Background: an optimization exercise with open tools, aiming at a short achievable clock period and few clock cycles per item. Do not read the settings as production practice.
No activity file was given, so power comes from the tool's default toggle rates.

before:
==> flow/design.v <==
package iir_df1_biquad_axis_pkg;
    localparam int unsigned acc_guard_bits = 3;
    typedef enum logic [1:0] {
        StIdle,
        StMul,
        StSum,
        StOut
    } state_e;
endpackage
import iir_df1_biquad_axis_pkg::*;
module iir_biquad_sat
#(
    parameter int unsigned acc_width    = 32,
    parameter int unsigned inout_width  = 16,
    parameter int unsigned scale_factor = 14
) (
    input  logic signed [acc_width-1:0]   acc,
    output logic signed [inout_width-1:0] y
);
    localparam int unsigned top = scale_factor + inout_width - 1;
    logic ovf;
    always_comb begin
        ovf = !((&acc[acc_width-1:top]) || !(|acc[acc_width-1:top]));
        if (ovf) begin
            y = {acc[acc_width-1], {(inout_width-1){~acc[acc_width-1]}}};
        end else begin
            y = acc[top:scale_factor];
        end
    end
endmodule
module iir_biquad_csa
#(
    parameter int unsigned w = 32
) (
    input  logic [w-1:0] a,
    input  logic [w-1:0] b,
    input  logic [w-1:0] c,
    output logic [w-1:0] s,
    output logic [w-1:0] co
);
    logic [w-1:0] maj;
    assign s   = a ^ b ^ c;
    assign maj = (a & b) | (a & c) | (b & c);
    assign co  = {maj[w-2:0], 1'b0};
endmodule
import iir_df1_biquad_axis_pkg::*;
module iir_df1_biquad_axis
#(
    parameter int unsigned coeff_width  = 16,
    parameter int unsigned inout_width  = 16,
    parameter int unsigned scale_factor = 14,
    parameter int          a1_int_coeff = -31880,
    parameter int          a2_int_coeff = 15531,
    parameter int          bo_int_coeff = 167,
    parameter int          b1_int_coeff = -302,
    parameter int          b2_int_coeff = 167
) (
    input  logic                          clk,
    input  logic                          rst,
    input  logic                          s_axis_tvalid,
    input  logic signed [inout_width-1:0] s_axis_tdata,
    output logic                          m_axis_tready,
    output logic signed [inout_width-1:0] m_axis_tdata,
    output logic                          m_axis_tvalid
);
    localparam int unsigned aw = 32;
    localparam logic [aw-1:0] k_loop = aw'(0) - (aw'(32'hffff) << 10) - (aw'(31880) << 15);
    localparam logic [aw-1:0] k_a2   = (aw'(15531) << 15) - (aw'(32'hffff) << 14)
                                     - (aw'(32'hffff) << 8);
    localparam logic [aw-1:0] k_g    = k_loop + k_a2 - (aw'(1) << 25) - aw'(15531);
    localparam logic [aw-1:0] k_pos  = (aw'(16'hffff) << 15) + (aw'(16'hffff) << 7)
                                     + (aw'(16'hffff) << 3);
    localparam logic [aw-1:0] k_neg  = aw'(16'hffff) << 10;
    localparam logic [aw-1:0] kg_pos = k_g + aw'(15531) + (aw'(16'hffff) << 10)
                                     + (aw'(16'hffff) << 6) + (aw'(16'hffff) << 4)
                                     + (aw'(16'hffff) << 2) + aw'(16'hffff);
    localparam logic [aw-1:0] kg_neg = k_g + aw'(15531) + (aw'(16'hffff) << 14)
                                     + (aw'(16'hffff) << 8);
    logic ready_q;
    logic rst_q;     
    logic                          vin;
    logic signed [inout_width-1:0] xin;
    logic signed [inout_width-1:0] xh1, xh2;
    logic                          v1, v2, v3, v4, v5;
    logic signed [16:0]            a1;    
    logic signed [15:0]            b1;    
    logic [25:0]                   fs, fc;    
    logic signed [25:0]            f3;    
    logic [aw-1:0]                 gs, gc;
    logic [17:0]                   y1h;
    logic                          y1c;
    logic [17:0]                   y18;
    logic                          y1p, y1n;    
    logic [15:0]                   y1r;         
    logic [15:0]                   y1b, y2b;    
    logic signed [inout_width-1:0] yo;
    logic                          vo;
    always_comb begin
        y18 = y1h + 18'(y1c);
        y1p = ~y1h[17] & (y1h[16] | y1h[15] | ((&y1h[14:1]) & (y1h[0] | y1c)));
        y1n = y1h[17] & (~(y1h[16] & y1h[15]) | (~(|y1h[14:0]) & ~y1c));
        y1r = {~y1h[15], y1h[14:0]};
        if (y1p) begin
            y1b = 16'hffff;
        end else if (y1n) begin
            y1b = 16'h0000;
        end else begin
            y1b = {~y18[15], y18[14:0]};
        end
    end
    logic [25:0] f_op [9];
    logic [25:0] f_s1, f_c1, f_s2, f_c2, f_s3, f_c3, f_s4, f_c4, f_s5, f_c5;
    logic [25:0] f_s6, f_c6, f_s7, f_c7;
    logic [25:0] ax, bx;
    always_comb begin
        ax      = 26'(a1);
        bx      = 26'(b1);
        f_op[0] = ax << 7;
        f_op[1] = ax << 5;
        f_op[2] = ax << 3;
        f_op[3] = ~ax;
        f_op[4] = ~(bx << 8);
        f_op[5] = ~(bx << 6);
        f_op[6] = bx << 4;
        f_op[7] = bx << 1;
        f_op[8] = 26'd3;
    end
    iir_biquad_csa #(.w(26)) u_f1 (.a(f_op[0]), .b(f_op[1]), .c(f_op[2]), .s(f_s1), .co(f_c1));
    iir_biquad_csa #(.w(26)) u_f2 (.a(f_op[3]), .b(f_op[4]), .c(f_op[5]), .s(f_s2), .co(f_c2));
    iir_biquad_csa #(.w(26)) u_f3 (.a(f_op[6]), .b(f_op[7]), .c(f_op[8]), .s(f_s3), .co(f_c3));
    iir_biquad_csa #(.w(26)) u_f4 (.a(f_s1), .b(f_c1), .c(f_s2), .s(f_s4), .co(f_c4));
    iir_biquad_csa #(.w(26)) u_f5 (.a(f_c2), .b(f_s3), .c(f_c3), .s(f_s5), .co(f_c5));
    iir_biquad_csa #(.w(26)) u_f6 (.a(f_s4), .b(f_c4), .c(f_s5), .s(f_s6), .co(f_c6));
    iir_biquad_csa #(.w(26)) u_f7 (.a(f_s6), .b(f_c6), .c(f_c5), .s(f_s7), .co(f_c7));
    logic [15:0]                   ysb;
    logic                          ysc_n;
    logic [aw-1:0]                 fb;
    logic [aw-1:0]                 g_op [9];
    logic [aw-1:0]                 g_s1, g_c1, g_s2, g_c2, g_s3, g_c3;
    logic [aw-1:0]                 g_s4, g_c4, g_s5, g_c5, g_s6, g_c6, g_s7, g_c7;
    logic                          use_galt;
    always_comb begin
        ysb     = v4 ? y1r : y2b;
        ysc_n   = v4 ? ~y1c : 1'b1;
        fb      = aw'({~f3[25], f3[24:0]});
        g_op[0] = (aw'({16'b0, ~ysb}) << 14) | (ysc_n ? aw'(15531) : aw'(0));
        g_op[1] = aw'(ysb) << 10;
        g_op[2] = aw'({16'b0, ~ysb}) << 8;
        g_op[3] = aw'(ysb) << 6;
        g_op[4] = aw'(ysb) << 4;
        g_op[5] = aw'(ysb) << 2;
        g_op[6] = aw'(ysb);
        g_op[7] = fb;
        g_op[8] = k_g;
        use_galt = v4 & (y1p | y1n);
    end
    iir_biquad_csa #(.w(aw)) u_g1 (.a(g_op[0]), .b(g_op[1]), .c(g_op[2]), .s(g_s1), .co(g_c1));
    iir_biquad_csa #(.w(aw)) u_g2 (.a(g_op[3]), .b(g_op[4]), .c(g_op[5]), .s(g_s2), .co(g_c2));
    iir_biquad_csa #(.w(aw)) u_g3 (.a(g_op[6]), .b(g_op[7]), .c(g_op[8]), .s(g_s3), .co(g_c3));
    iir_biquad_csa #(.w(aw)) u_g4 (.a(g_s1), .b(g_c1), .c(g_s2), .s(g_s4), .co(g_c4));
    iir_biquad_csa #(.w(aw)) u_g5 (.a(g_c2), .b(g_s3), .c(g_c3), .s(g_s5), .co(g_c5));
    iir_biquad_csa #(.w(aw)) u_g6 (.a(g_s4), .b(g_c4), .c(g_s5), .s(g_s6), .co(g_c6));
    iir_biquad_csa #(.w(aw)) u_g7 (.a(g_s6), .b(g_c6), .c(g_c5), .s(g_s7), .co(g_c7));
    logic [aw-1:0]                 l_op [4];
    logic [aw-1:0]                 l_s1, l_c1, l_s2, l_c2, l_s3, l_c3, l_s4, l_c4;
    logic [aw-1:0]                 k_sat, sat_s, sat_c, alt_s, alt_c, t_s, t_c;
    logic                          use_tree;
    logic [17:0]                   h_new;
    logic [14:0]                   lo_sum;
    always_comb begin
        l_op[0] = (aw'(y1r) << 15) | (y1c ? aw'(31880) : aw'(0));
        l_op[1] = aw'({16'b0, ~y1r}) << 10;
        l_op[2] = aw'(y1r) << 7;
        l_op[3] = aw'(y1r) << 3;
    end
    iir_biquad_csa #(.w(aw)) u_l1 (.a(l_op[0]), .b(l_op[1]), .c(l_op[2]), .s(l_s1), .co(l_c1));
    iir_biquad_csa #(.w(aw)) u_l2 (.a(l_op[3]), .b(gs), .c(gc), .s(l_s2), .co(l_c2));
    iir_biquad_csa #(.w(aw)) u_l3 (.a(l_s1), .b(l_c1), .c(l_s2), .s(l_s3), .co(l_c3));
    iir_biquad_csa #(.w(aw)) u_l4 (.a(l_s3), .b(l_c3), .c(l_c2), .s(l_s4), .co(l_c4));
    assign k_sat = y1p ? k_pos : k_neg;
    iir_biquad_csa #(.w(aw)) u_k (.a(gs), .b(gc), .c(k_sat), .s(sat_s), .co(sat_c));
    always_comb begin
        use_tree = v4 & ~(y1p | y1n);
        if (v4) begin
            alt_s = sat_s;
            alt_c = sat_c;
        end else begin
            alt_s = rst_q ? '0 : {{2{~y1b[15]}}, ~y1b[15], y1b[14:0], 14'b0};
            alt_c = '0;
        end
        t_s = use_tree ? l_s4 : alt_s;
        t_c = use_tree ? l_c4 : alt_c;
    end
    assign h_new  = t_s[31:14] + t_c[31:14];
    assign lo_sum = {1'b0, t_s[13:0]} + {1'b0, t_c[13:0]};
    always_ff @(posedge clk) begin
        ready_q <= ready_q | rst;
        rst_q   <= rst;
        vin <= s_axis_tvalid & ready_q & ~rst;
        xin <= s_axis_tdata;
        a1   <= 17'(xin) + 17'(xh2);
        b1   <= xh1;
        fs   <= f_s7;
        fc   <= f_c7;
        f3   <= fs + fc;
        gs   <= use_galt ? fb : g_s7;
        gc   <= use_galt ? (y1p ? kg_pos : kg_neg) : g_c7;
        yo   <= {~y1b[15], y1b[14:0]};
        y1h <= h_new;
        y1c <= lo_sum[14];
        if (rst_q) begin
            xh1 <= '0;
            xh2 <= '0;
            y2b <= 16'h8000;
        end else begin
            if (vin) begin
                xh1 <= xin;
                xh2 <= xh1;
            end
            if (v4) begin
                y2b <= y1b;
            end
        end
        if (rst) begin
            v1 <= 1'b0;
            v2 <= 1'b0;
            v3 <= 1'b0;
            v4 <= 1'b0;
            v5 <= 1'b0;
            vo <= 1'b0;
        end else begin
            v1 <= vin;
            v2 <= v1;
            v3 <= v2;
            v4 <= v3;
            v5 <= v4;
            vo <= v5;
        end
    end
    assign m_axis_tready = ready_q;
    assign m_axis_tdata  = yo;
    assign m_axis_tvalid = vo;
endmodule
Settings: LEC_CHECK=0, ABC_CLOCK_PERIOD_IN_PS=2500, CAP_MARGIN=20, CORE_MARGIN=2, CORE_UTILIZATION=40, SETUP_SLACK_MARGIN=4.5, SLEW_MARGIN=20; clock period 7.0 ns.
run.sh (not shown) runs the stock make flow with config.mk's settings and CLKGATE_MAP_FILE= SYNTH_SCRIPT=/design/flow/synth_recipe.tcl, a recipe that flattens the netlist after the stock synthesis.
What after does differently from before at the input level:
-- flow/design.v --
<<< before, line 98
    always_comb begin
        y18 = y1h + 18'(y1c);
        y1p = ~y1h[17] & (y1h[16] | y1h[15] | ((&y1h[14:1]) & (y1h[0] | y1c)));
        y1n = y1h[17] & (~(y1h[16] & y1h[15]) | (~(|y1h[14:0]) & ~y1c));
        y1r = {~y1h[15], y1h[14:0]};
        if (y1p) begin
>>> after, line 98
    always_comb begin
        y18 = y1h + 18'(y1c);
        y1p = ~y18[17] & (y18[16] | y18[15] | (&y18[14:0]));
        y1n = y18[17] & (~(y18[16] & y18[15]) | ~(|y18[14:0]));
        y1r = {~y1h[15], y1h[14:0]};
        if (y1p) begin
Findings:
When after is measured against before, its number of global-route vias before repair turns out 620 higher. after vs before: detailed router's first-iteration violation count down. Looking at post-placement worst setup slack, after sits 0.61 ns lower than before does. Final core utilization, after and before: lower on before. Diff before..after | I/O pin total | unchanged. Synthesized area essentially unchanged between after and before. The global-route wire length before repair of after was inferior to that of before. Looking only at clock buffer instance count of the final layout, and setting everything else aside, the lower value of after and before goes to before. Quantity of gates resized following cts, after vs before: up by more than 10%. Measured against each other, after and before differ in proportion of cell area occupied by registers, the higher figure coming from before. Est. power | after vs before | after lower.
No functional check of the RTL was part of any run of this note.

[static timing again, ports no longer ideal]
How much do the figures lean on ideal ports? The routed layouts below were timed once more, with nothing changed but the port constraints. Step 1 assumes that a clkbuf_16 drives the clock port and a buf_2 every other input. Step 2 times the ports against the registers' clock, not the clock port: input delays grow and output delays shrink by t, the midpoint of the rising clock arrivals with the driver on. Three values: ideal ports, drivers, drivers and shift; two values: the first two.
run | shift t [ns] | slack for setup (ns) | hold slack, ns | slew at the worst register clock pin (ns) | worst data-port slew with drivers (ns)
before | 0.643 | 2.695 / 2.695 / 2.695 | 0.327 / 0.327 / 0.327 | 0.07 / 0.07 | 0.03
after | 0.605 | 2.189 / 2.189 / 2.189 | 0.326 / 0.326 / 0.326 | 0.07 / 0.07 | 0.03
After both steps every run listed still meets setup and hold.
